Source: an optimization exercise on an open RTL-to-GDS flow (aim: small area). Production flows keep margins and buffers that such runs may drop.
Function was checked by simulation only, so behaviour that the tests miss may differ from the original.
Power and IR drop assume default switching activity.

==> inputs of maple <==
Design mips_exec_top, start of the top module:
module mips_exec_top (
  input  logic        clock,
  input  logic        reset_n,
  input  logic [5:0]  opc,
  input  logic [5:0]  func,
  input  logic [4:0]  Number1,
  input  logic [4:0]  Number2,
  output logic [31:0] exit
);
==> flow/config.mk <==
export PLATFORM = sky130hd
export DESIGN_NAME = mips_exec_top
export DESIGN_NICKNAME = mips_exec_top
export VERILOG_FILES = /design/flow/design.v
export SDC_FILE = /design/flow/constraint.sdc
export NUM_CORES = 4
export LEC_CHECK = 0
export CAP_MARGIN = 20
export CORE_MARGIN = 2
export CORE_UTILIZATION = 45
export CTS_BUF_LIST = sky130_fd_sc_hd__clkbuf_8
export CTS_CLUSTER_DIAMETER = 45
export CTS_CLUSTER_SIZE = 14
export GPL_TIMING_DRIVEN = 0
export SETUP_SLACK_MARGIN = 0.3
export SLEW_MARGIN = 20
export SYNTH_HIERARCHICAL = 1
==> flow/constraint.sdc <==
create_clock -name core_clock -period 7.0 [get_ports {clock}]
set_input_delay 1.4000 -clock core_clock [delete_from_list [all_inputs] [get_ports {clock}]]
set_output_delay 1.4000 -clock core_clock [all_outputs]
set_load 0.01 [all_outputs]
standard.sh (not shown) runs the stock make flow with config.mk's settings and CLKGATE_MAP_FILE= SYNTH_SCRIPT=/design/flow/synth_recipe.tcl, a recipe that flattens the netlist after the stock synthesis.
==> flow/flow/run.sh <==
#!/bin/bash
# Layout flow: the standard ORFS flow (standard.sh, unchanged synthesis)
# with three settings changed: port buffers are buf_4 (instead of the delay
# cells the default choice picks); the resizer may change a gate's drive
# strength across footprints (MATCH_CELL_FOOTPRINT=0), so it can upsize a
# weak gate instead of adding buffers after it; and CTS builds the tree from
# clkbuf_8 in small sink clusters without dummy load cells.
# make's full output goes to flow_make.log in this folder; ORFS keeps each
# tool's own log under orfs/logs/.
set -euo pipefail
bash standard.sh \
  BUFFER_PORTS_ARGS="-buffer_cell sky130_fd_sc_hd__buf_4" \
  MATCH_CELL_FOOTPRINT=0 \
  CTS_ARGS="-sink_clustering_enable -repair_clock_nets -sink_clustering_size 14 -sink_clustering_max_diameter 45 -buf_list sky130_fd_sc_hd__clkbuf_8 -dont_use_dummy_load" \
  finish > flow_make.log 2>&1
==> inputs of fjord, as changes to maple <==
==> flow/flow/run.sh (replaced) <==
#!/bin/bash
# Layout flow: the standard ORFS flow (standard.sh, unchanged synthesis)
# with two settings changed: port buffers are buf_4 (instead of the delay
# cells the default choice picks), and the resizer may change a gate's drive
# strength across footprints (MATCH_CELL_FOOTPRINT=0), so it can upsize a
# weak gate instead of adding buffers after it.
# make's full output goes to flow_make.log in this folder; ORFS keeps each
# tool's own log under orfs/logs/.
set -euo pipefail
bash standard.sh \
  BUFFER_PORTS_ARGS="-buffer_cell sky130_fd_sc_hd__buf_4" \
  MATCH_CELL_FOOTPRINT=0 \
  finish > flow_make.log 2>&1
==> inputs of raven, as changes to maple <==
- PLACE_DENSITY: not set -> 0.7
==> metrics.md <==
| Metric | Value |
|---|---|
| FILL cells | `8,700` |
| First-pass GRT wire length | `272,300 um` |
| CP Cell Sequence | `buf_4 -> buf_2 -> nor2_2 -> and2_1 -> and3_2 -> buf_12 -> a222oi_1 -> nand4_1 -> nor3_4 -> mux2_4 -> xor2_1 -> xor2_2 -> nand2_1 -> nor2_1 -> a21oi_2 -> o21ai_4 -> clkinvlp_4 -> o21ai_2 -> mux2_4 -> a221oi_4 -> xnor2_4 -> buf_16 -> mux2_2` |
| Multi-input logic area | `17,110 um2` |
| # clk buffers | `113` |
| Final clock-cell share | `0.04320` |
| CTS Buf Count | `111` |
| Status | `complete, no violations` |
| Crit. path cell count | `23` |
| Total power | `12.31 mW` |
Source of the figures above: fjord

==> metrics.md <==
| Metric | Value |
|---|---|
| Total power | `11.33 mW` |
| CTS Buf Count | `111` |
| Status | `complete, no violations` |
| # clk buffers | `111` |
| Min Tclk post-route | `6739 ps` |
| First-pass GRT wire length | `271,100 um` |
| FILL cells | `8,750` |
| Multi-input logic area | `17,210 um2` |
| Final Max Tran Viols | `0` |
| Final clock-cell share | `0.02725` |
| Reg2Reg Depth | `18` |
| CP Cell Sequence | `buf_4 -> clkbuf_4 -> and3b_1 -> and3_2 -> a222oi_1 -> nand4_1 -> nor3_4 -> mux2_4 -> xor2_1 -> xor2_2 -> nand2_1 -> o21ai_4 -> a21oi_2 -> o21ai_4 -> clkinvlp_4 -> o21ai_2 -> mux2_4 -> a221oi_4 -> xnor2_4 -> buf_16 -> mux2_2` |
| Static Leak | `19.94 nW` |
Source of the figures above: maple

==> metrics.md <==
| Metric | Value |
|---|---|
| # clk buffers | `107` |
| Status | `complete, no violations` |
| CTS Buf Count | `107` |
| Crit. path cell count | `23` |
| CP Cell Sequence | `buf_4 -> buf_6 -> and2_4 -> buf_6 -> and3_2 -> buf_12 -> a222oi_1 -> nand4_1 -> nor3_4 -> mux2_4 -> xor2_2 -> xor2_2 -> nand2_1 -> o21ai_4 -> a21oi_4 -> o21ai_4 -> clkinvlp_4 -> o21ai_4 -> mux2_4 -> a221oi_4 -> xnor2_4 -> buf_16 -> mux2_2` |
| First-pass GRT wire length | `263,100 um` |
Source of the figures above: raven


* * *

==> try-juniper: inputs <==
mips_exec_top again, from the RTL that the note above started with.
export LEC_CHECK = 0
export CAP_MARGIN = 20
export CORE_MARGIN = 2
export CORE_UTILIZATION = 45
export CTS_BUF_LIST = sky130_fd_sc_hd__clkbuf_8
export CTS_CLUSTER_DIAMETER = 45
export CTS_CLUSTER_SIZE = 14
export GPL_TIMING_DRIVEN = 0
export SETUP_SLACK_MARGIN = 0.2
export SLEW_MARGIN = 20
export SYNTH_HIERARCHICAL = 1
create_clock -name core_clock -period 7.0 [get_ports {clock}]
==> flow/flow/run.sh <==
#!/bin/bash
# Layout flow: the standard ORFS flow (standard.sh, unchanged synthesis),
# with faster port buffers (buf_4 instead of the default delay-cell choice).
# make's full output goes to flow_make.log in this folder; ORFS keeps each
# tool's own log under orfs/logs/.
set -euo pipefail
bash standard.sh \
  BUFFER_PORTS_ARGS="-buffer_cell sky130_fd_sc_hd__buf_4" \
  finish > flow_make.log 2>&1
==> inputs of try-violet, as changes to try-juniper <==
==> flow/flow/run.sh (replaced) <==
#!/bin/bash
# Layout flow: the standard ORFS flow (standard.sh, unchanged synthesis)
# with three settings changed: port buffers are buf_4 (instead of the delay
# cells the default choice picks); the resizer may change a gate's drive
# strength across footprints (MATCH_CELL_FOOTPRINT=0), so it can upsize a
# weak gate instead of adding buffers after it; and CTS builds the tree from
# clkbuf_8 in small sink clusters without dummy load cells.
# make's full output goes to flow_make.log in this folder; ORFS keeps each
# tool's own log under orfs/logs/.
set -euo pipefail
bash standard.sh \
  BUFFER_PORTS_ARGS="-buffer_cell sky130_fd_sc_hd__buf_4" \
  MATCH_CELL_FOOTPRINT=0 \
  CTS_ARGS="-sink_clustering_enable -repair_clock_nets -sink_clustering_size 20 -sink_clustering_max_diameter 60 -buf_list sky130_fd_sc_hd__clkbuf_8 -dont_use_dummy_load" \
  finish > flow_make.log 2>&1
--- a/flow/config.mk
+++ b/flow/config.mk
@@ -9,9 +9,9 @@
 export CORE_MARGIN = 2
 export CORE_UTILIZATION = 45
 export CTS_BUF_LIST = sky130_fd_sc_hd__clkbuf_8
-export CTS_CLUSTER_DIAMETER = 45
-export CTS_CLUSTER_SIZE = 14
+export CTS_CLUSTER_DIAMETER = 60
+export CTS_CLUSTER_SIZE = 20
 export GPL_TIMING_DRIVEN = 0
-export SETUP_SLACK_MARGIN = 0.2
+export SETUP_SLACK_MARGIN = 0.3
 export SLEW_MARGIN = 20
 export SYNTH_HIERARCHICAL = 1
==> summary of the runs <==
- try-juniper finished with timing, DRC and antenna clean. try-violet completed without violations.
- Against try-violet, the clock skew of try-juniper is higher by 0.0075 ns.
- Against try-violet, the via count of try-juniper is higher by about 1.4%.
- Die area is the same in try-violet and try-juniper.
- Between try-violet and try-juniper, the lower total power is in try-violet (gap 13%, measured against try-juniper).
- Between try-violet and try-juniper, the lower final cell count is in try-violet (gap about 2%, measured against try-juniper).

## what the ideal ports hide
No port has a modelled driver above. Below, the same layouts with a new extraction and two added sets of constraints.
Step 1: set_driving_cell puts a clkbuf_16 on clock and a buf_2 on each other input, an assumption about the parent block.
Step 2, shift: input delay + t, output delay - t, t = (earliest + latest rising clock arrival at the registers) / 2. This alone moves slack from input paths to output paths.
Three values: no drivers, after step 1, after step 2; two values: the first two.
run | t (ns) | setup slack, ns | worst data-port slew with drivers (ns) | cell pins on the clock port's net
maple | 0.855 | 0.261 / 0.301 / -0.554 | 0.04 | 1
fjord | 0.873 | 0.189 / 0.229 / -0.644 | 0.04 | 1
raven | 0.842 | 0.209 / 0.253 / -0.589 | 0.07 | 1
try-juniper | 0.888 | 0.126 / 0.159 / -0.729 | 0.10 | 1
try-violet | 0.816 | 0.236 / 0.276 / -0.540 | 0.04 | 1
With both steps, setup timing fails in every run listed, where it was met with ideal ports. The setup slack of try-juniper, which loses most, moves by +0.033 ns with the drivers and by -0.855 ns with both steps.
